Source: an optimization exercise on an open RTL-to-GDS flow (aim: small area and a short achievable clock period). Production flows keep margins and buffers that such runs may drop. At most, simulation tests tie the RTL to the original design; equivalence was not proved. No functional check of the RTL was part of run 6. Power figures rest on the tool's default switching activity, not on a simulated workload.

`flow/config.mk`:
```
export PLATFORM = sky130hd
export DESIGN_NAME = i2c_eeprom_slave
export DESIGN_NICKNAME = i2c_eeprom_slave
export VERILOG_FILES = /design/flow/design.v
export SDC_FILE = /design/flow/constraint.sdc
export NUM_CORES = 4
export LEC_CHECK = 0
export CAP_MARGIN = 20
export CORE_MARGIN = 2
export CORE_UTILIZATION = 40
export CTS_BUF_LIST = sky130_fd_sc_hd__clkbuf_16
export CTS_CLUSTER_DIAMETER = 90
export CTS_CLUSTER_SIZE = 32
export SETUP_SLACK_MARGIN = 2.3
export SLEW_MARGIN = 20
```
`flow/constraint.sdc`:
```
create_clock -name core_clock -period 4.5 [get_ports {clk}]
set_input_delay 0.9000 -clock core_clock [delete_from_list [all_inputs] [get_ports {clk}]]
set_output_delay 0.9000 -clock core_clock [all_outputs]
set_load 0.01 [all_outputs]
```
`flow/design.v`:
```
module i2c_eeprom_slave #(
    parameter logic [6:0]  DEV_ADDR  = 7'h50
) (
    input  logic       clk,
    input  logic       rst_n,
    input  logic       i2c_scl,
    input  logic       i2c_sda_in,
    output logic       i2c_sda_oe,
    output logic       busy,
    output logic       wr_valid,
    output logic [7:0] wr_addr,
    output logic [7:0] wr_data
);
    localparam int S_IDLE      = 0;
    localparam int S_DEV       = 1;
    localparam int S_DEV_ACK   = 2;
    localparam int S_WADDR     = 3;
    localparam int S_WADDR_ACK = 4;
    localparam int S_WDATA     = 5;
    localparam int S_WDATA_ACK = 6;
    localparam int S_RDATA     = 7;
    localparam int S_RACK      = 8;
    localparam int S_WAIT_STOP = 9;
    logic [9:0]    r_st;
    logic [9:0]    w_st_nxt;
    logic [1:0]    r_scl_sync;
    logic [1:0]    r_sda_sync;
    logic          r_rise;
    logic          r_fall;
    logic          r_start;
    logic          r_stop;
    logic [7:0]    r_shift;
    logic [3:0]    r_cnt;
    logic [7:0]    r_ptr;
    logic          r_ack;
    logic          r_sda_oe;
    logic          r_busy;
    logic          r_wr_valid;
    logic [7:0]    r_wr_addr;
    logic [7:0]    r_wr_data;
    logic          w_sda;
    logic          w_ss;
    logic          w_byte_done;
    logic          w_addr_match;
    logic [7:0]    w_shift_in;
    logic [7:0]    w_ptr_inc;
    logic          w_mem_we;
    logic          w_tx_load;
    logic          w_waddr_load;
    logic          w_in_rx;
    logic          w_oe_nxt;
    logic          w_busy_nxt;
    logic [3:0]    r_rot;
    logic          r_pend_v;
    logic [7:0]    r_pend_addr;
    logic [7:0]    r_pend_data;
    logic [7:0]    r_rd_buf;
    logic [127:0]  r_ring [16];
    logic [7:0]    w_tap;
    logic          r_pend_ins;
    always_ff @(posedge clk or negedge rst_n) begin
        if (!rst_n) begin
            r_scl_sync <= '1;
            r_sda_sync <= '1;
            r_rise     <= 1'b0;
            r_fall     <= 1'b0;
            r_start    <= 1'b0;
            r_stop     <= 1'b0;
        end else begin
            r_scl_sync <= {r_scl_sync[0], i2c_scl};
            r_sda_sync <= {r_sda_sync[0], i2c_sda_in};
            r_rise     <= r_scl_sync[0] & ~r_scl_sync[1];
            r_fall     <= ~r_scl_sync[0] & r_scl_sync[1];
            r_start    <= r_scl_sync[0] & r_scl_sync[1] & r_sda_sync[1] & ~r_sda_sync[0];
            r_stop     <= r_scl_sync[0] & r_scl_sync[1] & ~r_sda_sync[1] & r_sda_sync[0];
        end
    end
    assign w_sda        = r_sda_sync[1];
    assign w_ss         = r_start | r_stop;
    assign w_byte_done  = (r_cnt == 4'd8);
    assign w_addr_match = (r_shift[7:1] == DEV_ADDR);
    assign w_shift_in   = {r_shift[6:0], w_sda};
    assign w_ptr_inc    = r_ptr + 8'd1;
    assign w_in_rx      = r_st[S_DEV] | r_st[S_WADDR] | r_st[S_WDATA];
    assign w_mem_we     = r_rise & r_st[S_WDATA] & (r_cnt == 4'd7);
    assign w_tx_load    = r_fall & ((r_st[S_DEV_ACK] & r_shift[0]) | (r_st[S_RACK] & ~r_ack));
    assign w_waddr_load = r_fall & r_st[S_WADDR] & w_byte_done;
    always_comb begin
        w_st_nxt = r_st;
        if (r_start) begin
            w_st_nxt = 10'b1 << S_DEV;
        end else if (r_stop) begin
            w_st_nxt = 10'b1 << S_IDLE;
        end else if (r_fall) begin
            w_st_nxt[S_DEV]       = r_st[S_DEV] & ~w_byte_done;
            w_st_nxt[S_DEV_ACK]   = r_st[S_DEV] & w_byte_done & w_addr_match;
            w_st_nxt[S_WAIT_STOP] = r_st[S_WAIT_STOP] | (r_st[S_DEV] & w_byte_done & ~w_addr_match)
                                    | (r_st[S_RACK] & r_ack);
            w_st_nxt[S_WADDR]     = (r_st[S_DEV_ACK] & ~r_shift[0]) | (r_st[S_WADDR] & ~w_byte_done);
            w_st_nxt[S_WADDR_ACK] = r_st[S_WADDR] & w_byte_done;
            w_st_nxt[S_WDATA]     = r_st[S_WADDR_ACK] | r_st[S_WDATA_ACK] | (r_st[S_WDATA] & ~w_byte_done);
            w_st_nxt[S_WDATA_ACK] = r_st[S_WDATA] & w_byte_done;
            w_st_nxt[S_RDATA]     = (r_st[S_DEV_ACK] & r_shift[0]) | (r_st[S_RDATA] & ~w_byte_done)
                                    | (r_st[S_RACK] & ~r_ack);
            w_st_nxt[S_RACK]      = r_st[S_RDATA] & w_byte_done;
        end
    end
    always_comb begin
        w_oe_nxt   = r_sda_oe;
        w_busy_nxt = r_busy;
        if (w_ss) begin
            w_oe_nxt = 1'b0;
            if (r_stop) w_busy_nxt = 1'b0;
        end else if (r_fall) begin
            if (w_tx_load)
                w_oe_nxt = ~r_rd_buf[7];
            else
                w_oe_nxt = (w_in_rx & w_byte_done & (w_addr_match | ~r_st[S_DEV]))
                         | (r_st[S_RDATA] & ~w_byte_done & ~r_shift[6]);
            if (r_st[S_DEV] & w_byte_done)
                w_busy_nxt = w_addr_match;
        end
    end
    always_ff @(posedge clk or negedge rst_n) begin
        if (!rst_n) begin
            r_st       <= 10'b1 << S_IDLE;
            r_shift    <= '0;
            r_cnt      <= '0;
            r_ptr      <= '0;
            r_ack      <= 1'b1;
            r_sda_oe   <= 1'b0;
            r_busy     <= 1'b0;
            r_wr_valid <= 1'b0;
            r_wr_addr  <= '0;
            r_wr_data  <= '0;
        end else begin
            r_st       <= w_st_nxt;
            r_sda_oe   <= w_oe_nxt;
            r_busy     <= w_busy_nxt;
            r_wr_valid <= w_mem_we;
            if (w_ss) begin
                r_cnt <= '0;
            end else if (w_tx_load) begin
                r_shift <= r_rd_buf;
                r_cnt   <= '0;
            end else if (w_in_rx) begin
                if (r_rise && !w_byte_done) begin
                    r_shift <= w_shift_in;
                    r_cnt   <= r_cnt + 4'd1;
                end else if (r_fall && w_byte_done) begin
                    r_cnt <= '0;
                end
            end else if (r_st[S_RDATA]) begin
                if (r_rise)
                    r_cnt <= r_cnt + 4'd1;
                else if (r_fall && !w_byte_done)
                    r_shift <= {r_shift[6:0], 1'b0};
            end
            if (w_tx_load || w_mem_we)
                r_ptr <= w_ptr_inc;
            else if (w_waddr_load)
                r_ptr <= r_shift;
            if (r_st[S_RACK] && r_rise)
                r_ack <= w_sda;
            if (w_mem_we) begin
                r_wr_addr <= r_ptr;
                r_wr_data <= w_shift_in;
            end
        end
    end
    always_ff @(posedge clk) begin
        r_rot <= r_rot + 4'd1;
    end
    always_ff @(posedge clk) begin
        if (w_mem_we)
            r_pend_ins <= (r_rot + 4'd1 == r_ptr[3:0]);
        else if (r_pend_ins)
            r_pend_ins <= 1'b0;
        else
            r_pend_ins <= r_pend_v && (r_rot + 4'd1 == r_pend_addr[3:0]);
    end
    for (genvar h = 0; h < 16; h++) begin : g_ring
        always_ff @(posedge clk) begin
            r_ring[h] <= {(r_pend_ins && r_pend_addr[7:4] == 4'(h)) ? r_pend_data : r_ring[h][7:0],
                          r_ring[h][127:8]};
        end
    end
    assign w_tap = r_ring[r_ptr[7:4]][7:0];
    always_ff @(posedge clk) begin
        if (w_mem_we) begin
            r_pend_v    <= 1'b1;
            r_pend_addr <= r_ptr;
            r_pend_data <= w_shift_in;
        end else if (r_pend_ins) begin
            r_pend_v    <= 1'b0;
        end
    end
    always_ff @(posedge clk) begin
        if (r_pend_v && r_pend_addr == r_ptr)
            r_rd_buf <= r_pend_data;
        else if (r_rot == r_ptr[3:0])
            r_rd_buf <= w_tap;
    end
    assign i2c_sda_oe = r_sda_oe;
    assign busy       = r_busy;
    assign wr_valid   = r_wr_valid;
    assign wr_addr    = r_wr_addr;
    assign wr_data    = r_wr_data;
endmodule
```
`flow/run.sh`:
```
#!/bin/bash
# synth_recipe.tcl (not shown) runs the flow's synth.tcl, then flattens the netlist and writes it again
# the make line also repeats each setting of config.mk as NAME=value (left out here)
make -C /OpenROAD-flow-scripts/flow DESIGN_CONFIG=/design/flow/config.mk WORK_HOME=/design/flow/orfs CLKGATE_MAP_FILE= SYNTH_SCRIPT=/design/flow/synth_recipe.tcl finish
```
==> impl_metrics.tcl, run 1 <==
set metrics [dict create \
    drcViolationCount 0 \
    grt_overflow_total 0 \
    io_pins 23 \
    dp_hpwl_um 47100 \
    place_ws_ns 1.94 \
    vdd_drop_max_mv 0.271 \
    yosys.area.top_type "dfxtp_1" \
    clock_sinks 2134 \
    path_clk_slew_ns 0.11 \
    synth_edf_count 24 \
    route.final.wire_length_um 72900 \
    ys_seq_area_frac 0.910 \
    swShare 0.189 \
    synthCells 2742 \
    antenna_found_initial 2 \
    internal-power_mw 22.3 \
    synth_nets 2750 \
    synth.distinct_cells 68 \
    detail-route-antenna-nets 0 \
    async_reset_ff_frac 0.0262 \
    synth.cells.most_frequent "dfxtp_1 (2054), mux2_2 (118), nand2_1 (96)" \
    rows 126 \
    setup.worst_path.start_class "register" \
    grt_first_pass_wirelength_um 107000 \
    drive_gt1_frac 0.115 \
    yosysTopAreaCellShare 0.865 \
    synth_seq_cells 2134 \
    crit_family "flip-flops" \
    path_class "reg -> out" \
    track_usage 0.119 \
    fin_nets 2857 \
    fin_crit_ns 2.21 \
    synth_area_leaders "dfxtp_1 (87%), mux2_2 (2.8%), dfrtp_1 (2.7%)" \
    cp_data_arrival_time_ns 1.31 \
    cts_tree "built" \
    crit_chain "buf_6" \
    syn-cell-area_um2 47500 \
    power.leakage_nw 20.5 \
    die_height_um 349 \
    comb_power_share 0.004 \
    cp_slowest_cell "dfrtp_2" \
    clockRootBuffer "clkbuf_16" \
    synth_most_common_cell "dfxtp_1" \
    setup_tns_ns 0 \
    relSlewSlack 0.232 \
    cpPeakStageDelay_ns 0.49 \
    slew_viol_final 0 \
    fp.dieW_um 349 \
    wl_per_cell_um 16.5 \
    place_congestion 0.828 \
    cts_buffer_depth 3 \
    grt_start_max_net_pins 39 \
    fin_crit_sh 0.492 \
    core_um2 118000 \
    hold_violations 0 \
    cp_num_buf_inv 1 \
    p_clk_frac 0.304 \
    ctsHoldBuffers 0 \
    hold_class "in -> async" \
    rsz0062_at_grt "true" \
    finClkSkew_ns 0.0270 \
    max_freq_mhz 452 \
    port_buffers 22 \
    grt_pass1_vias 16888 \
    cts_buffers 77 \
    path_max_fanout 2 \
    firstDrtPassIters 4 \
    seqPwrFrac 0.691 \
    ys.warnings.count 2 \
    postLayoutSetupSlackWorst_ns 2.29 \
    setup_viol_count_final 0 \
    p_per_area_nw_per_um2 530 \
    tightest_slew_ns 1.15 \
    status "no timing/DRC/antenna violations" \
    avgSynthCellArea_um2 17.3 \
    insertion_delay_ns 0.67 \
    start_util 0.403 \
    p_switching_mw 5.22 \
    die_area_um2 122000 \
    areaGrowthSynthToFinish_pct 9.52 \
    drtIter0Drc 1139 \
    required_ns 3.60 \
    cap_viol_max_count 0 \
    vias 18035 \
    cp-end-kind "output pin" \
    htree_levels 3 \
    ys.flop_type "dfxtp_1" \
    routed_via_density 4.10 \
]
[logic make-up after synthesis]
| group | Yosys count | share of synthesized area |
|---|---|---|
| DFF | 2134 | 0.910 |
| and+or+nand+nor | 240 | 0.0246 |
| muxes | 142 | 0.0336 |
| AOI/OAI and AO/OA | 147 | 0.0216 |
| buffers and inverters | 56 | 0.00545 |
| adders and majority gates | 4 | 0.00105 |
| xor gates and xnor gates | 19 | 0.00350 |
[repair_timing]
action / 4_1_cts / 5_1_grt
gates cloned: 0 / 0
endpoints found under the setup margin: 47 / 44
resized for setup: 101 / 23
pin swaps: 3 / 6
buffers inserted: 15 / 14
[placed cells by master, fill, tap and decap left out, drive strengths merged, types with 4 or more instances in the layout]
cell,count
dfxtp,2054
mux2,128
nand2,96
clkbuf,82
buf,68
dfrtp,51
nor2,47
o21ai,37
a21oi,25
edfxtp,24
nand3,22
inv,21
nor2b,19
a22oi,15
xnor2,14
mux2i,13
nand2b,13
nor3,13
a221oi,10
a31oi,8
o221ai,8
a22o,7
o22ai,6
nand4,6
xor2,5
a32oi,5
dfstp,5
o32ai,5
diode,4
nor4,4
ha,4
and2,4
[registers in the layout, indices dropped and copies added (netlist names), 2 cells and up]
register	count
r_sda_sync	2
r_pend_addr	8
r_rot	4
r_cnt	4
r_pend_data	8
r_ptr	8
r_wr_addr	8
r_scl_sync	2
r_ring	2048
r_wr_data	8
r_st	8
r_shift	8
r_rd_buf	8
[final cells by class]
cell class	instances	area [µm²]
fill	10228	65900
clock buffer	82	2050
inverter	14	62.6
multi-input combinational	552	4110
tap	1536	1920
sequential	2134	43300
clock inverter	12	78.8
timing repair buffer	70	541
antenna	4	10.0
[worst paths after layout]
check,startpoint,to,slack [ns],cells after the start
setup / recovery,r_wr_addr[6],wr_addr[6],2.29,1
hold / removal,rst_n,r_busy,0.31,1
setup reg to reg,r_ptr[7],r_rd_buf[4],2.34,5
hold reg to reg,r_ring[9][109],r_ring[9][101],0.32,0
max in group asynchronous,rst_n,r_wr_addr[4],3.35,2
min in group core_clock,r_ring[9][109],r_ring[9][101],0.32,0
[per-layer routing]
layer,GRT usage,up-vias,share of wire
met5,0,-,0
met4,0.0404,0,0.026
met3,0.0200,83,0.033
met2,0.177,231,0.42
met1,0.177,8727,0.52
li1,-,8994,-
[power groups by stage]
stage	combinational [mW]	clock [mW]	sequential, mW
after floorplan	0.0891	0	19.4
after global placement	0.114	0	19.5
after detailed placement	0.118	0	19.5
after CTS	0.119	8.71	19.0
after global routing	0.139	9.36	19.1
final	0.120	8.39	19.0
[stage by stage]
stage | hold WS [ns] | power (mW) | std cells | utilization | area (µm²)
4_1_cts | 0.305 | 27.9 | 4386 | 0.439 | 51800
2_1_floorplan | 0.310 | 19.5 | 2742 | - | 47500
6_report | 0.313 | 27.6 | 4404 | 0.441 | 52000
5_1_grt | 0.321 | 28.6 | 4400 | 0.441 | 52000
3_5_place_dp | 0.312 | 19.6 | 4277 | 0.421 | 49600
3_3_place_gp | 0.310 | 19.6 | 4277 | 0.421 | 49600
==> inputs of run 2 (changes only) <==
--- a/flow/config.mk
+++ b/flow/config.mk
@@ -10,5 +10,5 @@
 export CORE_UTILIZATION = 40
 export CTS_BUF_LIST = sky130_fd_sc_hd__clkbuf_16
-export CTS_CLUSTER_DIAMETER = 90
+export CTS_CLUSTER_DIAMETER = 70
 export CTS_CLUSTER_SIZE = 32
 export SETUP_SLACK_MARGIN = 2.3
==> run 2 against run 1 <==
Still clean. Synthesized cell count is the same. First-iteration DRC count down 4.7%. Critical path depth unchanged. Hold slack worse by 0.020 ns. Flip-flop and latch count stayed put. Largest cell class unchanged. Largest power group unchanged. Highest routed layer unchanged.
==> impl_metrics.tcl, run 2 <==
set metrics [dict create \
    drtIter0Drc 1086 \
    synthAdderAreaFrac 0.00105 \
    ctsHoldBuffers 0 \
    firstDrtPassIters 4 \
    insertion_delay_ns 0.70 \
    crit_chain "buf_6" \
    path_clk_slew_ns 0.11 \
    hold_violations 0 \
    finalCoreUtilization 0.445 \
    path_class "reg -> out" \
    finClkSkew_ns 0.0301 \
    relSlewSlack 0.232 \
    cp_num_buf_inv 1 \
    setup_viol_count_final 0 \
    drive_gt1_frac 0.127 \
    required_ns 3.60 \
    detail-route-antenna-nets 0 \
    path_max_fanout 2 \
    synth.cells.most_frequent "dfxtp_1 (2054), mux2_2 (118), nand2_1 (96)" \
    route.final.wire_length_um 73000 \
    die_height_um 349 \
    synth_xor_area_frac 0.00350 \
    vdd_drop_max_mv 0.368 \
    rows 126 \
    start_util 0.403 \
    cp_data_arrival_time_ns 1.32 \
    areaGrowthSynthToFinish_pct 10.6 \
    grt_pass1_vias 17072 \
    die_area_um2 122000 \
    synthSimpleGateAreaFrac 0.0246 \
    slew_viol_final 0 \
    hold_class "in -> async" \
    tightest_slew_ns 1.15 \
    ys.flop_type "dfxtp_1" \
    setup.worst_path.start_class "register" \
    regMostFlops "r_ring" \
    fin_crit_sh 0.494 \
    dp_hpwl_um 47100 \
    cts_buffers 83 \
    avgSynthCellArea_um2 17.3 \
    io_pins 23 \
    port_buffers 22 \
    status "no timing/DRC/antenna violations" \
    synth_top_family_by_area "multiplexers" \
    grt_start_max_net_pins 39 \
    largest_reg_flops 2048 \
    cts_tree "built" \
    track_usage 0.120 \
    yosys.area.top_type "dfxtp_1" \
    ys.warnings.count 2 \
    synth.distinct_cells 68 \
    synth_area_leaders "dfxtp_1 (87%), mux2_2 (2.8%), dfrtp_1 (2.7%)" \
    synth_nets 2750 \
    grt_overflow_total 0 \
    clockRootBuffer "clkbuf_16" \
    vias 18124 \
    clock_sinks 2134 \
    routed_via_density 4.08 \
    synth_seq_cells 2134 \
    synthCells 2742 \
    drcViolationCount 0 \
    yosysTopAreaCellShare 0.865 \
    wl_per_cell_um 16.4 \
    power.leakage_nw 20.8 \
    mostFrequentLayoutCells "dfxtp_1 (2054), mux2_2 (118), nand2_1 (95)" \
    syn-cell-area_um2 47500 \
    antenna_found_initial 3 \
    synth_compound_area_frac 0.0216 \
    synth_edf_count 24 \
    htree_levels 3 \
    fin_crit_ns 2.22 \
    synthMuxAreaShare 0.0336 \
    p_per_area_nw_per_um2 538 \
    cp_slowest_cell "dfrtp_2" \
    core_um2 118000 \
    cts_buffer_depth 3 \
    place_congestion 0.828 \
    fin_nets 2872 \
    rsz0062_at_grt "true" \
    synth_most_common_cell "dfxtp_1" \
    cp-end-kind "output pin" \
    cpPeakStageDelay_ns 0.48 \
    async_reset_ff_frac 0.0262 \
    ys_seq_area_frac 0.910 \
    cap_viol_max_count 0 \
    fillers 10179 \
    crit_family "flip-flops" \
    final_common_cell "dfxtp_1" \
    max_freq_mhz 450 \
    setup_tns_ns 0 \
    grt_first_pass_wirelength_um 108000 \
    fp.dieW_um 349 \
]
## run 2: logic make-up (layout without fill, tap and decap cells)
logic type      after synthesis  after routing
simple gates                240            240
other cells                   0              1
fa+ha+maj                     4              4
flops                      2134           2134
mux                         142            142
buf+inv                      56            219
xor+xnor                     19             19
compound gates              147            147
## run 2: where the power goes
part,total [mW],internal [mW],leakage (nW),switching (mW)
Clock,9.12,3.71,1.27,5.41
Combinational,0.120,0.0499,2.03,0.0696
Sequential,19.0,19.0,17.5,0.0845
## run 2: layout make-up
cell class                      instances  area, µm²  area share
Antenna cell                            1       2.50   0.0000476
Clock buffer                           85       2130      0.0405
Clock inverter                         41        425     0.00810
Inverter                               14       62.6     0.00119
Multi-Input combinational cell        552       4100      0.0780
Sequential cell                      2134      43300       0.824
Tap cell                             1536       1920      0.0366
Timing Repair Buffer                   79        633      0.0121
## run 2: final timing paths
check                          startpoint              to  slack, ns  cells after the start
setup / recovery             r_wr_addr[6]      wr_addr[6]       2.28                      1
hold / removal                      rst_n          r_rise       0.29                      1
setup reg to reg           r_pend_addr[4]  r_ring[4][123]       2.34                      4
hold reg to reg             r_ring[6][22]   r_ring[6][14]       0.31                      0
max in group asynchronous           rst_n        r_ptr[4]       3.35                      2
min in group core_clock     r_ring[6][22]   r_ring[6][14]       0.31                      0
## run 2: what timing repair did
| action | CTS | global route |
|---|---|---|
| setup endpoints to repair | 47 | 31 |
| gates resized for setup | 99 | 21 |
| pin swaps | 5 | 5 |
| buffers inserted | 16 | 22 |
| endpoints found under the hold margin | 0 | 0 |
## run 2: layer usage
layer / up-vias / GRT usage / routed length [µm]
met5: - / 0 / 0
li1: 9051 / - / -
met4: 0 / 0.0460 / 2180
met3: 96 / 0.0209 / 2540
met1: 8737 / 0.177 / 37900
met2: 240 / 0.177 / 30400
## run 2: metrics by stage
stage,std cells,total power [mW],worst slack (ns),hold slack [ns],instance area (µm²)
after floorplan,2742,19.5,2.52,0.310,47500
after global placement,4277,19.6,1.96,0.310,49600
after detailed placement,4277,19.6,1.94,0.312,49600
after CTS,4419,28.6,2.18,0.267,52200
after global routing,4441,29.3,2.21,0.315,52500
final,4442,28.3,2.28,0.293,52500
==> inputs of run 3 (changes only) <==
--- a/flow/config.mk
+++ b/flow/config.mk
@@ -8,8 +8,9 @@
 export CAP_MARGIN = 20
 export CORE_MARGIN = 2
-export CORE_UTILIZATION = 40
+export CORE_UTILIZATION = 65
 export CTS_BUF_LIST = sky130_fd_sc_hd__clkbuf_16
 export CTS_CLUSTER_DIAMETER = 70
 export CTS_CLUSTER_SIZE = 32
+export PLACE_DENSITY = 0.72
 export SETUP_SLACK_MARGIN = 2.3
 export SLEW_MARGIN = 20
==> run 3 against run 2 <==
Utilization up 27 points. Critical path depth up 5. Highest routed layer unchanged. Via count is 1.8% higher. Clock power is 6.2% lower. Sequential share of layout area up 1.4 points. Final cell count shrank 14%. Hold slack got worse by 0.15 ns.
==> impl_metrics.tcl, run 3 <==
set metrics [dict create \
    track_usage 0.222 \
    die_area_um2 75300 \
    wl_per_cell_um 21.4 \
    cts_buffers 78 \
    tightest_slew_ns 1.04 \
    drtIter0Drc 996 \
    synth.distinct_cells 68 \
    ys.flop_type "dfxtp_1" \
    grt_start_max_net_pins 42 \
    fin_nets 2867 \
    mostFrequentLayoutCells "dfxtp_1 (2054), mux2_2 (118), nand2_1 (93)" \
    vias 18442 \
    cp-end-kind "register" \
    insertion_delay_ns 0.67 \
    clock_sinks 2134 \
    synth.cells.most_frequent "dfxtp_1 (2054), mux2_2 (118), nand2_1 (96)" \
    setup_tns_ns 0 \
    reg2reg_slack_ns 2.31 \
    ys_seq_area_frac 0.910 \
    antenna_found_initial 7 \
    path_class "reg -> reg" \
    synth_seq_cells 2134 \
    drcViolationCount 0 \
    path_max_fanout 10 \
    final_common_cell "dfxtp_1" \
    routed_via_density 4.80 \
    max_freq_mhz 456 \
    relSlewSlack 0.305 \
    p_per_area_nw_per_um2 537 \
    fin_crit_sh 0.487 \
    ctsHoldBuffers 0 \
    slew_viol_final 0 \
    yosysTopAreaCellShare 0.865 \
    dp_hpwl_um 50200 \
    ys.warnings.count 2 \
    required_ns 4.93 \
    cts_buffer_depth 3 \
    fin_crit_ns 2.19 \
    htree_levels 3 \
    place_congestion 0.861 \
    grt_first_pass_wirelength_um 121000 \
    synth_area_leaders "dfxtp_1 (87%), mux2_2 (2.8%), dfrtp_1 (2.7%)" \
    route.final.wire_length_um 82100 \
    hold_class "in -> async" \
    fp.dieW_um 274 \
    io_pins 23 \
    dpl.cell_count 3699 \
    status "no timing/DRC/antenna violations" \
    path_clk_slew_ns 0.11 \
    synth_nets 2750 \
    synthCells 2742 \
    cts_tree "built" \
    setup_viol_count_final 0 \
    die_height_um 274 \
    yosys.area.top_type "dfxtp_1" \
    grt_pass1_vias 18782 \
    fillers 4338 \
    largest_reg_flops 2048 \
    fin_cells 3840 \
    detail-route-antenna-nets 0 \
    firstDrtPassIters 5 \
    cp_data_arrival_time_ns 2.62 \
    power.leakage_nw 20.6 \
    rsz0062_at_grt "true" \
    hold_violations 0 \
    drive_gt1_frac 0.123 \
    syn-cell-area_um2 47500 \
    async_reset_ff_frac 0.0262 \
    areaGrowthSynthToFinish_pct 8.72 \
    grt_overflow_total 0 \
    rows 99 \
    avgSynthCellArea_um2 17.3 \
    finClkSkew_ns 0.0268 \
    start_util 0.653 \
    setup.worst_path.start_class "register" \
    clockRootBuffer "clkbuf_16" \
    cap_viol_max_count 0 \
    synth_most_common_cell "dfxtp_1" \
    core_um2 72700 \
    synth_edf_count 24 \
    regMostFlops "r_ring" \
    port_buffers 22 \
    vdd_drop_max_mv 0.558 \
]
## run 3: cell counts after synthesis
No cell type changed its count.
## run 3: power breakdown
part	internal [mW]	switching, mW	total (mW)
Combinational	0.0506	0.0717	0.122
Clock	3.28	5.27	8.55
Sequential	19.0	0.0882	19.1
## run 3: logic make-up (layout without fill, tap and decap cells)
group | count (synthesis) | after routing | synth area share
xor+xnor | 19 | 19 | 0.00350
flops | 2134 | 2134 | 0.910
simple gates | 240 | 241 | 0.0246
compound gates | 147 | 147 | 0.0216
mux | 142 | 142 | 0.0336
fa+ha+maj | 4 | 4 | 0.00105
buf+inv | 56 | 191 | 0.00545
other cells | 0 | 3 | 0
## run 3: final cells by class
type,instances,area [µm²],share of cell area
Inverter,14,76.3,0.00148
Timing Repair Buffer,78,671,0.0130
Multi-Input combinational cell,553,4260,0.0824
Clock inverter,20,211,0.00409
Antenna cell,3,7.51,0.000145
Clock buffer,79,1980,0.0383
Tap cell,959,1200,0.0232
Sequential cell,2134,43300,0.837
## run 3: worst paths after layout
path,start,cells past startpoint,endpoint
worst max-delay path,r_ptr[6],6,r_rd_buf[4]
worst min-delay path,rst_n,1,r_wr_addr[5]
worst max register to register,r_ptr[6],6,r_rd_buf[4]
worst min register to register,r_ring[0][23],0,r_ring[0][15]
max in group asynchronous,rst_n,2,r_scl_sync[0]
min in group core_clock,r_ring[0][23],0,r_ring[0][15]
## run 3: layer usage
metal  routed length [µm]  track usage  up-vias
met2                37400        0.353      278
met1                40200        0.323     9055
li1                     -            -     9004
met4                 2200       0.0655        0
met3                 2310       0.0262      105
met5                    0            0        -
## run 3: timing repair
| item | 4_1_cts | 5_1_grt |
|---|---|---|
| setup endpoints to repair | 89 | 51 |
| resized for setup | 132 | 23 |
| pin swaps | 14 | 7 |
| gates cloned | 2 | 0 |
| setup buffers | 30 | 7 |
| endpoints found under the hold margin | 0 | 0 |
## run 3: worst max-delay path: stages, from the launching register on
cell and delay [ns]:
dfrtp_4 0.55, buf_12 0.17, and4b_2 0.26, a222oi_1 0.39, o221ai_2 0.19, o32ai_2 0.31
o21ai_1 0.09
## run 3: stage by stage
stage	utilization	setup WS [ns]	total power, mW	hold slack (ns)	cell area (µm²)
after floorplan	-	2.52	19.5	0.310	47500
after global placement	0.672	1.64	19.6	0.310	48900
after detailed placement	0.672	1.54	19.6	0.312	48900
after CTS	0.708	2.27	27.9	0.108	51500
after global routing	0.710	2.23	28.6	0.135	51700
final	0.710	2.31	27.7	0.141	51700
==> inputs of run 4 (changes only) <==
--- a/flow/config.mk
+++ b/flow/config.mk
@@ -6,11 +6,11 @@
 export NUM_CORES = 4
 export LEC_CHECK = 0
+export ABC_AREA = 1
 export CAP_MARGIN = 20
 export CORE_MARGIN = 2
-export CORE_UTILIZATION = 65
+export CORE_UTILIZATION = 40
 export CTS_BUF_LIST = sky130_fd_sc_hd__clkbuf_16
 export CTS_CLUSTER_DIAMETER = 70
 export CTS_CLUSTER_SIZE = 32
-export PLACE_DENSITY = 0.72
-export SETUP_SLACK_MARGIN = 2.3
+export SETUP_SLACK_MARGIN = 2.2
 export SLEW_MARGIN = 20
==> run 4 against run 3 <==
Still clean on timing, DRC and antenna. Synthesized cell count grew 14%. Clock skew grew 0.0080 ns. Power grew 2.2%. Via count grew 5.1%. Global-route usage shrank 10 points. Maximum frequency shrank 7.5%. Count of clock-buffer cells in the layout grew 8. Routed wire length shrank 11%. First-iteration DRC count grew 50%. Flip-flop and latch count is the same. Critical path type is now reg -> out. Critical endpoint is now wr_addr[5]. Largest cell class unchanged.
==> impl_metrics.tcl, run 4 <==
set metrics [dict create \
    status "no timing/DRC/antenna violations" \
    hold_violations 0 \
    async_reset_ff_frac 0.0262 \
    routed_via_density 4.06 \
    power.leakage_nw 20.9 \
    port_buffers 22 \
    detail-route-antenna-nets 0 \
    ys.warnings.count 2 \
    cts_buffers 83 \
    path_max_fanout 2 \
    cpPeakStageDelay_ns 0.51 \
    crit_family "flip-flops" \
    placed_area_um2 49700 \
    fin_crit_ns 2.37 \
    grt_pass1_vias 17774 \
    tightest_slew_ns 1.06 \
    firstDrtPassIters 5 \
    synth_seq_cells 2134 \
    htree_levels 3 \
    synth_most_common_cell "dfxtp_1" \
    grt_first_pass_wirelength_um 108000 \
    syn-cell-area_um2 47700 \
    cp_slowest_cell "dfrtp_2" \
    ys.flop_type "dfxtp_1" \
    holdPathEnd "r_ring[13][105]" \
    track_usage 0.119 \
    finClkSkew_ns 0.0348 \
    max_freq_mhz 421 \
    relSlewSlack 0.290 \
    regMostFlops "r_ring" \
    die_area_um2 122000 \
    ys_seq_area_frac 0.907 \
    synth.distinct_cells 32 \
    largest_reg_flops 2048 \
    mostFrequentLayoutCells "dfxtp_1 (2054), nand2_1 (339), o21ai_0 (137)" \
    fillers 10371 \
    cts_tree "built" \
    areaGrowthSynthToFinish_pct 9.68 \
    antenna_found_initial 3 \
    core_um2 118000 \
    route.final.wire_length_um 73000 \
    vdd_drop_max_mv 0.361 \
    grt_overflow_total 0 \
    cap_viol_max_count 0 \
    clockRootBuffer "clkbuf_16" \
    fp.dieW_um 349 \
    drtIter0Drc 1495 \
    io_pins 23 \
    dp_hpwl_um 47200 \
    setup_viol_count_final 0 \
    reg2reg_slack_ns 2.34 \
    wl_met3_um 3340 \
    hp-start "r_ring[13][113]" \
    crit_chain "clkdlybuf4s15_1" \
    p_per_area_nw_per_um2 542 \
    start_util 0.404 \
    setup_tns_ns 0 \
    r2r-start "r_ptr[5]" \
    vias 19383 \
    drive_gt1_frac 0.0532 \
    hold_depth 0 \
    wl_met2_um 28800 \
    fin_nets 3207 \
    cts_buffer_depth 3 \
    wl_per_cell_um 15.3 \
    reg2reg_depth 9 \
    fin_crit_sh 0.527 \
    cp-end-kind "output pin" \
    cp_num_buf_inv 1 \
    dpl.cell_count 4641 \
    path_clk_slew_ns 0.11 \
    rsz0062_at_grt "true" \
    synth.cells.most_frequent "dfxtp_1 (2054), nand2_1 (341), o21ai_0 (138)" \
    drcViolationCount 0 \
    synth_edf_count 24 \
    insertion_delay_ns 0.69 \
    avgSynthCellArea_um2 15.3 \
    final_common_cell "dfxtp_1" \
    hold_class "reg -> reg" \
    grt_start_max_net_pins 56 \
    die_height_um 349 \
    setup.worst_path.start_class "register" \
    synth_area_leaders "dfxtp_1 (86%), nand2_1 (2.7%), dfrtp_1 (2.7%)" \
    synthCells 3124 \
    m1WireLength_um 38600 \
    r2r_end "r_rd_buf[7]" \
    required_ns 3.60 \
    clock_sinks 2134 \
    fin_cells 4770 \
    top_layer "met4" \
    slew_viol_final 0 \
    yosys.area.top_type "dfxtp_1" \
    yosysTopAreaCellShare 0.863 \
    synth_nets 3132 \
    hold_slack_ns 0.310 \
    place_congestion 0.868 \
    cp_data_arrival_time_ns 1.47 \
    rows 126 \
    path_class "reg -> out" \
    fin_area_um2 52300 \
]
[run 4: layout make-up]
cell class                 count  area (µm²)  share of cell area
sequential                  2134       43300               0.827
clock buffer                  87        2180              0.0416
inverter                     120         454             0.00869
tap                         1536        1920              0.0368
antenna                        2        5.00           0.0000957
timing repair buffer          39         317             0.00605
multi-input combinational    821        3810              0.0728
clock inverter                31         348             0.00665
[run 4: logic make-up after synthesis]
| family | count (synthesis) | synth area share |
|---|---|---|
| AO/OA/AOI/OAI | 200 | 0.0218 |
| XOR/XNOR | 20 | 0.00367 |
| flip-flops | 2134 | 0.907 |
| adder cells (fa/ha/maj) | 4 | 0.00105 |
| buffers and inverters | 173 | 0.0148 |
| AND/OR/NAND/NOR | 593 | 0.0514 |
[run 4: layer usage]
layer  global-route usage  vias up
met5                    0        -
met4               0.0431        0
met3               0.0229      123
met2                0.164      330
met1                0.182     9090
li1                     -     9840
[run 4: power by group]
| part | switching [mW] | internal [mW] |
|---|---|---|
| Sequential | 0.0559 | 19.0 |
| Combinational | 0.135 | 0.0594 |
| Clock | 5.42 | 3.71 |
| Total | 5.61 | 22.7 |
[run 4: metrics by stage]
step	setup slack (ns)	util	total power, mW
finish	2.13	0.443	28.3
global route	2.07	0.443	29.3
CTS	2.04	0.442	28.6
detailed placement	1.93	0.421	19.6
global placement	1.88	0.420	19.6
floorplan	2.61	-	19.6
[run 4: how the worst max path moves through the flow]
stage             endpoint         start  cells after the start  slack (ns)
2_1_floorplan  r_rd_buf[0]      r_ptr[2]                      4        2.61
3_3_place_gp   r_rd_buf[5]      r_ptr[6]                     10        1.88
3_5_place_dp   r_rd_buf[5]      r_ptr[6]                     10        1.93
4_1_cts         wr_addr[5]  r_wr_addr[5]                      1        2.04
5_1_grt         wr_addr[5]  r_wr_addr[5]                      1        2.07
6_report        wr_addr[5]  r_wr_addr[5]                      1        2.13
[run 4: repair_timing]
| item | in CTS | in global routing |
|---|---|---|
| pin swaps | 2 | 2 |
| gates cloned | 2 | 2 |
| gates resized for setup | 52 | 22 |
| endpoints found under the setup margin | 53 | 40 |
| setup buffers | 2 | 2 |
| hold buffers | 1 | 0 |
| hold endpoints to repair | 1 | 0 |
==> inputs of run 5 (changes only) <==
==> flow/flow/run.sh (new file) <==
#!/bin/bash
# Standard layout, but CTS without dummy loads (the clock tree is otherwise
# built as the standard flow's settings in config.mk ask).
set -euo pipefail
export CTS_ARGS="-sink_clustering_enable -repair_clock_nets -dont_use_dummy_load -sink_clustering_size 24 -sink_clustering_max_diameter 60 -buf_list sky130_fd_sc_hd__clkbuf_16"
bash standard.sh finish > standard.log 2>&1
==> flow/standard.sh (new file) <==
#!/bin/bash
# synth_recipe.tcl (not shown) runs the flow's synth.tcl, then flattens the netlist and writes it again
# the make line also repeats each setting of config.mk as NAME=value (left out here)
make -C /OpenROAD-flow-scripts/flow DESIGN_CONFIG=/design/flow/config.mk WORK_HOME=/design/flow/orfs CLKGATE_MAP_FILE= SYNTH_SCRIPT=/design/flow/synth_recipe.tcl "${@:-finish}"
--- a/flow/config.mk
+++ b/flow/config.mk
@@ -6,11 +6,10 @@
 export NUM_CORES = 4
 export LEC_CHECK = 0
-export ABC_AREA = 1
 export CAP_MARGIN = 20
 export CORE_MARGIN = 2
 export CORE_UTILIZATION = 40
 export CTS_BUF_LIST = sky130_fd_sc_hd__clkbuf_16
-export CTS_CLUSTER_DIAMETER = 70
-export CTS_CLUSTER_SIZE = 32
-export SETUP_SLACK_MARGIN = 2.2
+export CTS_CLUSTER_DIAMETER = 60
+export CTS_CLUSTER_SIZE = 24
+export SETUP_SLACK_MARGIN = 2.3
 export SLEW_MARGIN = 20
removed: flow/run.sh
==> run 5 against run 4 <==
Utilization grew 0.47 points. Synthesized cell count shrank 12%. Clock skew grew 0.023 ns. Power grew 0.90%. First-iteration DRC count shrank 33%. Maximum frequency grew 6.9%. Routed wire length grew 1.4%. Die area shrank 0.32%. Via count shrank 5.9%. Setup slack gained 0.15 ns. Global-route usage grew 0.25 points. Critical path type unchanged. Largest cell class unchanged.
==> impl_metrics.tcl, run 5 <==
set metrics [dict create \
    synthAdderAreaFrac 0.00105 \
    htree_levels 3 \
    cap_viol_max_count 0 \
    drive_gt1_frac 0.128 \
    async_reset_ff_frac 0.0262 \
    rsz0062_at_grt "true" \
    cp-end-kind "output pin" \
    port_buffers 22 \
    comb_power_share 0.004 \
    yosys.area.top_type "dfxtp_1" \
    r2r-start "r_ptr[7]" \
    swShare 0.188 \
    vias 18232 \
    synthSimpleGateAreaFrac 0.0246 \
    reg2reg_depth 5 \
    seqPwrFrac 0.666 \
    synth_most_common_cell "dfxtp_1" \
    track_usage 0.121 \
    path_class "reg -> out" \
    final_common_cell "dfxtp_1" \
    grt_first_pass_wirelength_um 109000 \
    vdd_drop_max_mv 0.318 \
    synthMuxAreaShare 0.0336 \
    antenna_found_initial 1 \
    syn-cell-area_um2 47500 \
    path_max_fanout 2 \
    cts_buffers 107 \
    fin_nets 2895 \
    finClkSkew_ns 0.0577 \
    cp_slowest_cell "dfrtp_2" \
    final-seq-area_um2 43300 \
    clockRootBuffer "clkbuf_16" \
    synth.distinct_cells 68 \
    wl_per_cell_um 16.7 \
    drtIter0Drc 1004 \
    die_height_um 349 \
    fp.dieW_um 349 \
    finalCoreUtilization 0.448 \
    power.leakage_nw 20.8 \
    cpPeakStageDelay_ns 0.48 \
    clock_sinks 2134 \
    hold_depth 0 \
    drcViolationCount 0 \
    start_util 0.403 \
    relSlewSlack 0.231 \
    fin_crit_sh 0.493 \
    setup_viol_count_final 0 \
    cp_num_buf_inv 1 \
    grt_pass1_vias 17357 \
    io_pins 23 \
    cts_tree "built" \
    regMostFlops "r_ring" \
    max_freq_mhz 451 \
    synth_area_leaders "dfxtp_1 (87%), mux2_2 (2.8%), dfrtp_1 (2.7%)" \
    p_clk_frac 0.330 \
    cp_data_arrival_time_ns 1.32 \
    path_clk_slew_ns 0.08 \
    grt_start_max_net_pins 39 \
    crit_chain "buf_6" \
    setup_tns_ns 0 \
    synth_nets 2750 \
    synth.cells.most_frequent "dfxtp_1 (2054), mux2_2 (118), nand2_1 (96)" \
    hold_violations 0 \
    place_congestion 0.828 \
    internal-power_mw 23.2 \
    hold_class "reg -> reg" \
    insertion_delay_ns 0.70 \
    dp_hpwl_um 47100 \
    yosysTopAreaCellShare 0.865 \
    slew_viol_final 0 \
    ys_seq_area_frac 0.910 \
    status "no timing/DRC/antenna violations" \
    tightest_slew_ns 1.15 \
    ys.warnings.count 2 \
    synth_xor_area_frac 0.00350 \
    multi_input_area_um2 4180 \
    p_per_area_nw_per_um2 542 \
    avgSynthCellArea_um2 17.3 \
    largest_reg_flops 2048 \
    cts_buffer_depth 3 \
    p_switching_mw 5.37 \
    setup.worst_path.start_class "register" \
    synth_edf_count 24 \
    detail-route-antenna-nets 0 \
    holdPathEnd "r_ring[2][106]" \
    synth_seq_cells 2134 \
    ys.flop_type "dfxtp_1" \
    fillers 10153 \
    mostFrequentLayoutCells "dfxtp_1 (2054), mux2_2 (118), clkbuf_16 (107)" \
    firstDrtPassIters 5 \
    routed_via_density 4.12 \
    synth_top_family_by_area "multiplexers" \
    hp-start "r_ring[2][114]" \
    fin_crit_ns 2.22 \
    areaGrowthSynthToFinish_pct 11.1 \
    route.final.wire_length_um 74000 \
    rows 126 \
    reg2reg_slack_ns 2.31 \
    synth_compound_area_frac 0.0216 \
    crit_family "flip-flops" \
    grt_overflow_total 0 \
    required_ns 3.60 \
    die_area_um2 122000 \
    r2r_end "r_rd_buf[4]" \
    synthCells 2742 \
    core_um2 118000 \
]
run 5: kinds of logic (layout without fill, tap and decap cells):
| logic type | Yosys count | count (layout) |
|---|---|---|
| buffers and inverters | 56 | 199 |
| AO/OA/AOI/OAI | 147 | 147 |
| adder cells (fa/ha/maj) | 4 | 4 |
| other | 0 | 3 |
| XOR/XNOR | 19 | 19 |
| multiplexers | 142 | 142 |
| AND/OR/NAND/NOR | 240 | 240 |
| flip-flops | 2134 | 2134 |
run 5: what timing repair did:
action / 4_1_cts / 5_1_grt
pin swaps: 4 / 15
hold buffers: 0 / 0
resized for setup: 100 / 49
setup endpoints to repair: 48 / 27
setup buffers: 14 / 23
run 5: per-stage QoR:
step,hold WS (ns),instance area [µm²],std cells,worst slack [ns],power (mW)
floorplan,0.310,47500,2742,2.52,19.5
global placement,0.310,49600,4277,1.96,19.6
detailed placement,0.312,49600,4277,1.94,19.6
CTS,0.266,52400,4398,2.21,28.9
global route,0.273,52800,4421,2.23,29.6
finish,0.265,52800,4424,2.28,28.6
run 5: worst register-to-register path: cells and delay by family, from the launching register on:
family	cells	cell delay, ns
flops	1	0.56
mux	1	0.33
compound gates	4	1.04
run 5: final cells by class:
class / instances / share of cell area
Clock buffer: 107 / 0.0507
Sequential cell: 2134 / 0.820
Tap cell: 1536 / 0.0364
Inverter: 14 / 0.00119
Timing Repair Buffer: 78 / 0.0125
Multi-Input combinational cell: 552 / 0.0793
Antenna cell: 3 / 0.000142
run 5: power by group through the flow:
stage          clock network [mW]  logic, mW  registers [mW]
6_report                     9.44      0.118            19.0
2_1_floorplan                   0     0.0891            19.4
4_1_cts                      9.75      0.119            19.0
3_3_place_gp                    0      0.114            19.5
5_1_grt                      10.4      0.137            19.0
3_5_place_dp                    0      0.118            19.5
run 5: worst max-delay path by stage:
stage | cells after the start | from | slack (ns) | endpoint
finish | 1 | r_wr_addr[6] | 2.28 | wr_addr[6]
global route | 5 | r_ptr[7] | 2.23 | r_rd_buf[4]
CTS | 1 | r_wr_addr[6] | 2.21 | wr_addr[6]
detailed placement | 6 | r_ptr[6] | 1.94 | r_rd_buf[4]
global placement | 5 | r_ptr[4] | 1.96 | r_rd_buf[6]
floorplan | 4 | r_cnt[0] | 2.52 | r_pend_addr[0]
run 5: per-layer routing:
metal | vias to the layer above | part of all wire | track usage
li1 | 9052 | - | -
met1 | 8796 | 0.52 | 0.177
met2 | 260 | 0.42 | 0.181
met3 | 124 | 0.037 | 0.0231
met4 | 0 | 0.027 | 0.0388
met5 | - | 0 | 0
==> inputs of run 6 (changes only) <==
--- a/flow/design.v
+++ b/flow/design.v
@@ -52,10 +52,9 @@
     logic          w_busy_nxt;
     logic [3:0]    r_rot;
-    logic          r_pend_v;
     logic [7:0]    r_pend_addr;
     logic [7:0]    r_pend_data;
     logic [7:0]    r_rd_buf;
     logic [127:0]  r_ring [16];
-    logic [7:0]    w_tap;
+    logic [7:0]    w_ring_in [16];
     logic          r_pend_ins;
     always_ff @(posedge clk or negedge rst_n) begin
@@ -125,8 +124,5 @@
         if (!rst_n) begin
             r_st       <= 10'b1 << S_IDLE;
-            r_shift    <= '0;
-            r_cnt      <= '0;
             r_ptr      <= '0;
-            r_ack      <= 1'b1;
             r_sda_oe   <= 1'b0;
             r_busy     <= 1'b0;
@@ -139,28 +135,8 @@
             r_busy     <= w_busy_nxt;
             r_wr_valid <= w_mem_we;
-            if (w_ss) begin
-                r_cnt <= '0;
-            end else if (w_tx_load) begin
-                r_shift <= r_rd_buf;
-                r_cnt   <= '0;
-            end else if (w_in_rx) begin
-                if (r_rise && !w_byte_done) begin
-                    r_shift <= w_shift_in;
-                    r_cnt   <= r_cnt + 4'd1;
-                end else if (r_fall && w_byte_done) begin
-                    r_cnt <= '0;
-                end
-            end else if (r_st[S_RDATA]) begin
-                if (r_rise)
-                    r_cnt <= r_cnt + 4'd1;
-                else if (r_fall && !w_byte_done)
-                    r_shift <= {r_shift[6:0], 1'b0};
-            end
             if (w_tx_load || w_mem_we)
                 r_ptr <= w_ptr_inc;
             else if (w_waddr_load)
                 r_ptr <= r_shift;
-            if (r_st[S_RACK] && r_rise)
-                r_ack <= w_sda;
             if (w_mem_we) begin
                 r_wr_addr <= r_ptr;
@@ -170,35 +146,46 @@
     end
     always_ff @(posedge clk) begin
+        if (w_ss) begin
+            r_cnt <= '0;
+        end else if (w_tx_load) begin
+            r_shift <= r_rd_buf;
+            r_cnt   <= '0;
+        end else if (w_in_rx) begin
+            if (r_rise && !w_byte_done) begin
+                r_shift <= w_shift_in;
+                r_cnt   <= r_cnt + 4'd1;
+            end else if (r_fall && w_byte_done) begin
+                r_cnt <= '0;
+            end
+        end else if (r_st[S_RDATA]) begin
+            if (r_rise)
+                r_cnt <= r_cnt + 4'd1;
+            else if (r_fall && !w_byte_done)
+                r_shift <= {r_shift[6:0], 1'b0};
+        end
+        if (r_st[S_RACK] && r_rise)
+            r_ack <= w_sda;
+    end
+    always_ff @(posedge clk) begin
         r_rot <= r_rot + 4'd1;
     end
     always_ff @(posedge clk) begin
-        if (w_mem_we)
-            r_pend_ins <= (r_rot + 4'd1 == r_ptr[3:0]);
-        else if (r_pend_ins)
-            r_pend_ins <= 1'b0;
-        else
-            r_pend_ins <= r_pend_v && (r_rot + 4'd1 == r_pend_addr[3:0]);
+        r_pend_ins <= (r_rot + 4'd1 == (w_mem_we ? r_ptr[3:0] : r_pend_addr[3:0]));
     end
     for (genvar h = 0; h < 16; h++) begin : g_ring
+        assign w_ring_in[h] = (r_pend_ins && r_pend_addr[7:4] == 4'(h)) ? r_pend_data : r_ring[h][7:0];
         always_ff @(posedge clk) begin
-            r_ring[h] <= {(r_pend_ins && r_pend_addr[7:4] == 4'(h)) ? r_pend_data : r_ring[h][7:0],
-                          r_ring[h][127:8]};
-        end
-    end
-    assign w_tap = r_ring[r_ptr[7:4]][7:0];
-    always_ff @(posedge clk) begin
-        if (w_mem_we) begin
-            r_pend_v    <= 1'b1;
-            r_pend_addr <= r_ptr;
-            r_pend_data <= w_shift_in;
-        end else if (r_pend_ins) begin
-            r_pend_v    <= 1'b0;
+            r_ring[h] <= {w_ring_in[h], r_ring[h][127:8]};
         end
     end
     always_ff @(posedge clk) begin
-        if (r_pend_v && r_pend_addr == r_ptr)
-            r_rd_buf <= r_pend_data;
-        else if (r_rot == r_ptr[3:0])
-            r_rd_buf <= w_tap;
+        if (w_mem_we) begin
+            r_pend_addr <= r_ptr;
+            r_pend_data <= w_shift_in;
+        end
+    end
+    always_ff @(posedge clk) begin
+        if (r_rot == r_ptr[3:0])
+            r_rd_buf <= w_ring_in[r_ptr[7:4]];
     end
     assign i2c_sda_oe = r_sda_oe;
==> flow/run.sh (new file) <==
#!/bin/bash
# synth_recipe.tcl (not shown) runs the flow's synth.tcl, then flattens the netlist and writes it again
# the make line also repeats each setting of config.mk as NAME=value (left out here)
make -C /OpenROAD-flow-scripts/flow DESIGN_CONFIG=/design/flow/config.mk WORK_HOME=/design/flow/orfs CLKGATE_MAP_FILE= SYNTH_SCRIPT=/design/flow/synth_recipe.tcl finish
--- a/flow/config.mk
+++ b/flow/config.mk
@@ -10,6 +10,6 @@
 export CORE_UTILIZATION = 40
 export CTS_BUF_LIST = sky130_fd_sc_hd__clkbuf_16
-export CTS_CLUSTER_DIAMETER = 60
-export CTS_CLUSTER_SIZE = 24
+export CTS_CLUSTER_DIAMETER = 70
+export CTS_CLUSTER_SIZE = 32
 export SETUP_SLACK_MARGIN = 2.3
 export SLEW_MARGIN = 20
removed: flow/flow/run.sh
removed: flow/standard.sh
==> run 6 against run 5 <==
Sequential share of layout area increased by 0.19 points. Setup slack got worse by 0.21 ns. Still clean. Highest routed layer unchanged. Sequential power about the same. Design area decreased by 0.20%. Count of clock-buffer cells in the layout decreased by 24. Routed wire length decreased by 3.2%.
==> impl_metrics.tcl, run 6 <==
set metrics [dict create \
    hold_violations 0 \
    comb_power_share 0.002 \
    fin_crit_ns 2.43 \
    rsz0062_at_grt "true" \
    detail-route-antenna-nets 0 \
    hold_class "in -> async" \
    cp_slowest_cell "edfxtp_1" \
    drcViolationCount 0 \
    areaGrowthSynthToFinish_pct 12.3 \
    vdd_drop_max_mv 0.315 \
    core_um2 116000 \
    p_switching_mw 5.46 \
    multi_input_area_um2 3970 \
    mostFrequentLayoutCells "dfxtp_1 (2054), mux2_2 (108), clkbuf_16 (83)" \
    track_usage 0.118 \
    path_clk_slew_ns 0.11 \
    final-seq-area_um2 43300 \
    fp.dieW_um 346 \
    clock_sinks 2133 \
    tightest_slew_ns 0.909 \
    synth_seq_cells 2133 \
    ys.flop_type "dfxtp_1" \
    cp_data_arrival_time_ns 2.86 \
    largest_reg_flops 2048 \
    wl_per_cell_um 16.5 \
    clockRootBuffer "clkbuf_16" \
    regMostFlops "r_ring" \
    synth_nets 2637 \
    antenna_found_initial 5 \
    yosys.area.top_type "dfxtp_1" \
    path_max_fanout 6 \
    routed_via_density 4.02 \
    power.leakage_nw 21.0 \
    max_freq_mhz 411 \
    path_class "reg -> reg" \
    cp-end-kind "register" \
    syn-cell-area_um2 46900 \
    fillers 9915 \
    ctsHoldBuffers 0 \
    p_per_area_nw_per_um2 530 \
    status "no timing/DRC/antenna violations" \
    setup_tns_ns 0 \
    cpPeakStageDelay_ns 0.50 \
    required_ns 4.93 \
    setup_viol_count_final 0 \
    cts_buffers 82 \
    setup.worst_path.start_class "register" \
    io_pins 23 \
    ys.warnings.count 3 \
    synth.cells.most_frequent "dfxtp_1 (2057), mux2_2 (124), nand2_1 (68)" \
    synth.distinct_cells 53 \
    port_buffers 22 \
    grt_overflow_total 0 \
    cts_tree "built" \
    drtIter0Drc 1144 \
    vias 17423 \
    insertion_delay_ns 0.69 \
    fin_crit_sh 0.540 \
    route.final.wire_length_um 71600 \
    relSlewSlack 0.391 \
    swShare 0.195 \
    cap_viol_max_count 0 \
    crit_chain "nand2b_2, nor2_4, buf_6, mux2_4, a31o_4, a221o_1, o31a_1" \
    dp_hpwl_um 46700 \
    synth_edf_count 33 \
    synth_most_common_cell "dfxtp_1" \
    htree_levels 3 \
    p_clk_frac 0.319 \
    slew_viol_final 0 \
    ys_seq_area_frac 0.922 \
    cts_buffer_depth 3 \
    seqPwrFrac 0.679 \
    internal-power_mw 22.5 \
    avgSynthCellArea_um2 17.8 \
    synth_area_leaders "dfxtp_1 (88%), mux2_2 (3.0%), edfxtp_1 (2.1%)" \
    firstDrtPassIters 4 \
    async_reset_ff_frac 0.0202 \
    grt_pass1_vias 16152 \
    die_height_um 346 \
    hold_slack_ns 0.206 \
    fin_nets 2788 \
    final_common_cell "dfxtp_1" \
    drive_gt1_frac 0.156 \
    yosysTopAreaCellShare 0.878 \
    start_util 0.404 \
    die_area_um2 120000 \
    synthCells 2629 \
    place_congestion 0.844 \
    rows 125 \
    finClkSkew_ns 0.0314 \
    grt_start_max_net_pins 44 \
    grt_first_pass_wirelength_um 104000 \
]
-- run 6: cell types whose count changed in the layout (fill, tap and decap cells not counted), moves of 11 or more --
cell       delta
mux2_4       +18
buf_6        +17
clkbuf_16    -24
nor2_1       -24
a22oi_2      +12
nand3_1      -15
dfrtp_1      -17
o21ai_0      -23
nand2_1      -32
mux2i_1      -11
buf_4        +12
-- run 6: through the flow --
stage                     cells  instance area [µm²]  total power, mW  utilization  setup WS [ns]
after global routing       4334                52700             28.9        0.453           1.99
after floorplan            2629                47000             19.4            -           2.23
after global placement     4146                49000             19.4        0.422           1.66
after detailed placement   4146                49000             19.4        0.422           1.60
final                      4339                52700             27.9        0.453           2.07
after CTS                  4317                52300             28.2        0.450           2.07
-- run 6: cells by family (layout without fill, tap and decap cells) --
logic type | count (synthesis) | after routing | synth area share
buf+inv | 47 | 228 | 0.00387
mux | 139 | 139 | 0.0333
other cells | 0 | 5 | 0
compound gates | 117 | 117 | 0.0188
fa+ha+maj | 4 | 4 | 0.00107
xor+xnor | 11 | 11 | 0.00205
flops | 2133 | 2133 | 0.922
simple gates | 178 | 178 | 0.0187
-- run 6: timing repair --
action	CTS	global route
setup endpoints to repair	42	50
pin swaps	39	25
gates cloned	1	0
buffers inserted	56	17
gates resized for setup	181	50
-- run 6: final timing paths --
| check | from | end | slack, ns | cells after the start |
|---|---|---|---|---|
| worst min register to register | r_ring[1][82] | r_ring[1][74] | 0.30 | 0 |
| worst min-delay path | rst_n | r_st[8] | 0.21 | 1 |
| worst max register to register | r_pend_addr[4] | r_rd_buf[0] | 2.07 | 7 |
| max in group asynchronous | rst_n | r_ptr[5] | 3.86 | 1 |
| worst max-delay path | r_pend_addr[4] | r_rd_buf[0] | 2.07 | 7 |
| min in group core_clock | r_ring[1][82] | r_ring[1][74] | 0.30 | 0 |
-- run 6: cell type report --
cell class | instances | area share
Multi-Input combinational cell | 449 | 0.0754
Clock buffer | 83 | 0.0394
Sequential cell | 2133 | 0.822
Antenna cell | 5 | 0.000238
Clock inverter | 31 | 0.00622
Timing Repair Buffer | 105 | 0.0202
Tap cell | 1524 | 0.0362
Inverter | 9 | 0.000713
-- run 6: worst max-delay path: cells and delay by family (launching register included) --
kind                   cells  cell delay [ns]
AO/OA/AOI/OAI              3             0.72
flip-flops                 1             0.50
multiplexers               1             0.32
AND/OR/NAND/NOR            2             0.46
buffers and inverters      1             0.16
-- run 6: power by group through the flow --
stage | combinational (mW) | sequential, mW | clock (mW)
2_1_floorplan | 0.0352 | 19.4 | 0
3_3_place_gp | 0.0505 | 19.4 | 0
3_5_place_dp | 0.0511 | 19.4 | 0
4_1_cts | 0.0517 | 19.0 | 9.22
5_1_grt | 0.0695 | 19.0 | 9.91
6_report | 0.0609 | 19.0 | 8.91
-- run 6: routing by layer --
layer	wire, µm	vias to the layer above	global-route usage	part of all wire
met1	38700	8335	0.184	0.54
met2	28500	236	0.164	0.40
met5	0	-	0	0
met4	1900	0	0.0343	0.027
met3	2530	116	0.0225	0.035
li1	-	8736	-	-
==> inputs of run 7 (changes only) <==
--- a/flow/design.v
+++ b/flow/design.v
@@ -57,4 +57,5 @@
     logic [127:0]  r_ring [16];
     logic [7:0]    w_ring_in [16];
+    logic [7:0]    w_tap;
     logic          r_pend_ins;
     always_ff @(posedge clk or negedge rst_n) begin
@@ -185,7 +186,9 @@
         end
     end
+    assign w_tap = (r_pend_ins && r_pend_addr[7:4] == r_ptr[7:4]) ? r_pend_data
+                                                                  : r_ring[r_ptr[7:4]][7:0];
     always_ff @(posedge clk) begin
         if (r_rot == r_ptr[3:0])
-            r_rd_buf <= w_ring_in[r_ptr[7:4]];
+            r_rd_buf <= w_tap;
     end
     assign i2c_sda_oe = r_sda_oe;
==> run 7 against run 6 <==
Still clean. Clock skew increased by 0.0086 ns. Design area is 0.48% lower. Via count increased by 3.2%. Sequential share of layout area increased by 0.38 points. Non-clock buffer count shrank 53. Die area is 1.4% higher. Largest cell class unchanged.
==> impl_metrics.tcl, run 7 <==
set metrics [dict create \
    required_ns 3.60 \
    ys.flop_type "dfxtp_1" \
    setup_viol_count_final 0 \
    status "no timing/DRC/antenna violations" \
    antenna_found_initial 5 \
    cts_tree "built" \
    detail-route-antenna-nets 0 \
    insertion_delay_ns 0.69 \
    ys.warnings.count 3 \
    p_per_area_nw_per_um2 540 \
    fin_nets 2817 \
    power.leakage_nw 20.7 \
    drive_gt1_frac 0.123 \
    rows 126 \
    htree_levels 3 \
    relSlewSlack 0.246 \
    synth_edf_count 33 \
    mostFrequentLayoutCells "dfxtp_1 (2057), mux2_2 (137), nand2_1 (88)" \
    cp-end-kind "output pin" \
    finClkSkew_ns 0.0400 \
    rsz0062_at_grt "true" \
    routed_via_density 4.09 \
    clock_sinks 2133 \
    synth.cells.most_frequent "dfxtp_1 (2057), mux2_2 (137), nand2_1 (89)" \
    grt_start_max_net_pins 44 \
    hold_slack_ns 0.191 \
    grt_pass1_vias 16775 \
    fp.dieW_um 349 \
    finalCoreUtilization 0.444 \
    crit_chain "buf_2" \
    clockRootBuffer "clkbuf_16" \
    track_usage 0.119 \
    grt_overflow_total 0 \
    place_congestion 0.848 \
    ys_seq_area_frac 0.909 \
    dp_hpwl_um 47000 \
    m1WireLength_um 38300 \
    synth_seq_cells 2133 \
    synth_nets 2724 \
    wl_met3_um 2420 \
    cap_viol_max_count 0 \
    firstDrtPassIters 5 \
    largest_reg_flops 2048 \
    die_area_um2 122000 \
    fin_crit_sh 0.495 \
    core_um2 118000 \
    yosys.area.top_type "dfxtp_1" \
    final_common_cell "dfxtp_1" \
    setup.worst_path.start_class "register" \
    start_util 0.403 \
    port_buffers 22 \
    synth_area_leaders "dfxtp_1 (87%), mux2_2 (3.2%), edfxtp_1 (2.1%)" \
    cpPeakStageDelay_ns 0.47 \
    crit_family "flip-flops" \
    wl_met2_um 29600 \
    ctsHoldBuffers 0 \
    synth.distinct_cells 73 \
    drcViolationCount 0 \
    io_pins 23 \
    areaGrowthSynthToFinish_pct 10.2 \
    fin_crit_ns 2.23 \
    max_freq_mhz 449 \
    vias 17975 \
    grt_first_pass_wirelength_um 107000 \
    cts_buffer_depth 3 \
    synthCells 2716 \
    hold_class "in -> async" \
    wl_per_cell_um 16.5 \
    vdd_drop_max_mv 0.292 \
    path_class "reg -> out" \
    synth_most_common_cell "dfxtp_1" \
    async_reset_ff_frac 0.0202 \
    regMostFlops "r_ring" \
    cp.depth 1 \
    cp_slowest_cell "dfrtp_1" \
    top_layer "met4" \
    yosysTopAreaCellShare 0.866 \
    total_power_mw 28.3 \
    cts_buffers 84 \
    route.final.wire_length_um 72600 \
    tightest_slew_ns 1.13 \
    path_max_fanout 2 \
    drtIter0Drc 1315 \
    die_height_um 349 \
    cp_data_arrival_time_ns 1.33 \
    setup_tns_ns 0 \
    hold_violations 0 \
    slew_viol_final 0 \
    reg2reg_depth 6 \
    syn-cell-area_um2 47600 \
    cp_num_buf_inv 1 \
    path_clk_slew_ns 0.11 \
    avgSynthCellArea_um2 17.5 \
]
run 7: cell types whose count changed in the layout (fill, tap and decap cells not counted), sizes merged, moves of 7 or more:
| cell | before | now |
|---|---|---|
| nor2b | 10 | 17 |
| o31ai | 1 | 8 |
| nor2 | 28 | 40 |
| nand2b | 6 | 14 |
| nand2 | 68 | 89 |
| mux2i | 2 | 19 |
| a211oi | 0 | 7 |
| a32oi | 21 | 7 |
| buf | 102 | 49 |
| a22oi | 28 | 14 |
| o21ai | 7 | 15 |
| nand3 | 9 | 17 |
| nand4 | 13 | 3 |
run 7: what timing repair did:
| action | 4_1_cts | 5_1_grt |
|---|---|---|
| pin swaps | 1 | 0 |
| cloned | 0 | 0 |
| resized for setup | 99 | 15 |
| buffers inserted | 11 | 6 |
| setup endpoints to repair | 50 | 41 |
run 7: worst paths after layout:
check / start / endpoint / slack [ns]
max: r_wr_data[0] / wr_data[0] / 2.27
min: rst_n / r_wr_addr[0] / 0.19
max reg2reg: r_ptr[5] / r_rd_buf[7] / 2.32
min reg2reg: r_ring[7][14] / r_ring[7][6] / 0.30
max in group asynchronous: rst_n / r_ptr[6] / 3.86
min in group core_clock: r_ring[7][14] / r_ring[7][6] / 0.30
run 7: logic make-up after synthesis:
group	share of synthesized area
and+or+nand+nor	0.0239
AOI/OAI and AO/OA	0.0187
xor gates and xnor gates	0.00313
muxes	0.0374
adders and majority gates	0.00105
buffers and inverters	0.00655
DFF	0.909
run 7: final cells by class:
type / count / area [µm²]
clock inverters: 42 / 492
diodes: 3 / 7.51
fillers: 10180 / 65700
clock buffers: 86 / 2150
flip-flops and latches: 2133 / 43300
repair buffers: 52 / 462
well taps: 1536 / 1920
multi-input cells: 526 / 4070
inverters: 12 / 50.0
run 7: per-layer routing:
layer / vias to the layer above / track usage
met3: 107 / 0.0210
met4: 0 / 0.0405
met2: 296 / 0.171
met1: 8662 / 0.180
li1: 8910 / -
met5: - / 0
run 7: report_power, final:
part	leakage [nW]	internal, mW	switching, mW
registers	17.5	18.9	0.0265
logic	1.92	0.0333	0.0424
clock network	1.32	3.82	5.46
run 7: through the flow:
| step | instances | setup slack (ns) | cell area (µm²) |
|---|---|---|---|
| 5_1_grt | 4387 | 2.23 | 52400 |
| 2_1_floorplan | 2716 | 2.36 | 47600 |
| 4_1_cts | 4381 | 2.25 | 52300 |
| 3_5_place_dp | 4242 | 1.61 | 49500 |
| 3_3_place_gp | 4242 | 1.67 | 49500 |
| 6_report | 4390 | 2.27 | 52400 |

static timing again, ports no longer ideal:
How much do the figures lean on ideal ports? The routed layouts below were timed once more, with nothing changed but the port constraints.
Step 1, drivers: a clkbuf_16 drives clk and a buf_2 each remaining input, both assumed.
Step 2 times the ports against the registers' clock, not the clock port: input delays grow and output delays shrink by t, the midpoint of the rising clock arrivals with the driver on.
Slacks: ideal / step 1 / step 2; pairs: ideal / step 1.
| run | t, ns | setup slack, ns | worst setup path after step 2 |
|---|---|---|---|
| run 1 | 0.728 | 2.286 / 2.217 / 2.344 | register to register |
| run 2 | 0.748 | 2.278 / 2.212 / 2.344 | register to register |
| run 3 | 0.728 | 2.306 / 2.252 / 2.306 | register to register |
| run 4 | 0.748 | 2.128 / 2.056 / 2.338 | register to register |
| run 5 | 0.734 | 2.281 / 2.211 / 2.314 | register to register |
| run 6 | 0.742 | 2.068 / 2.068 / 2.068 | register to register |
| run 7 | 0.740 | 2.272 / 2.205 / 2.320 | register to register |
After both steps setup and hold are still met in every run listed.
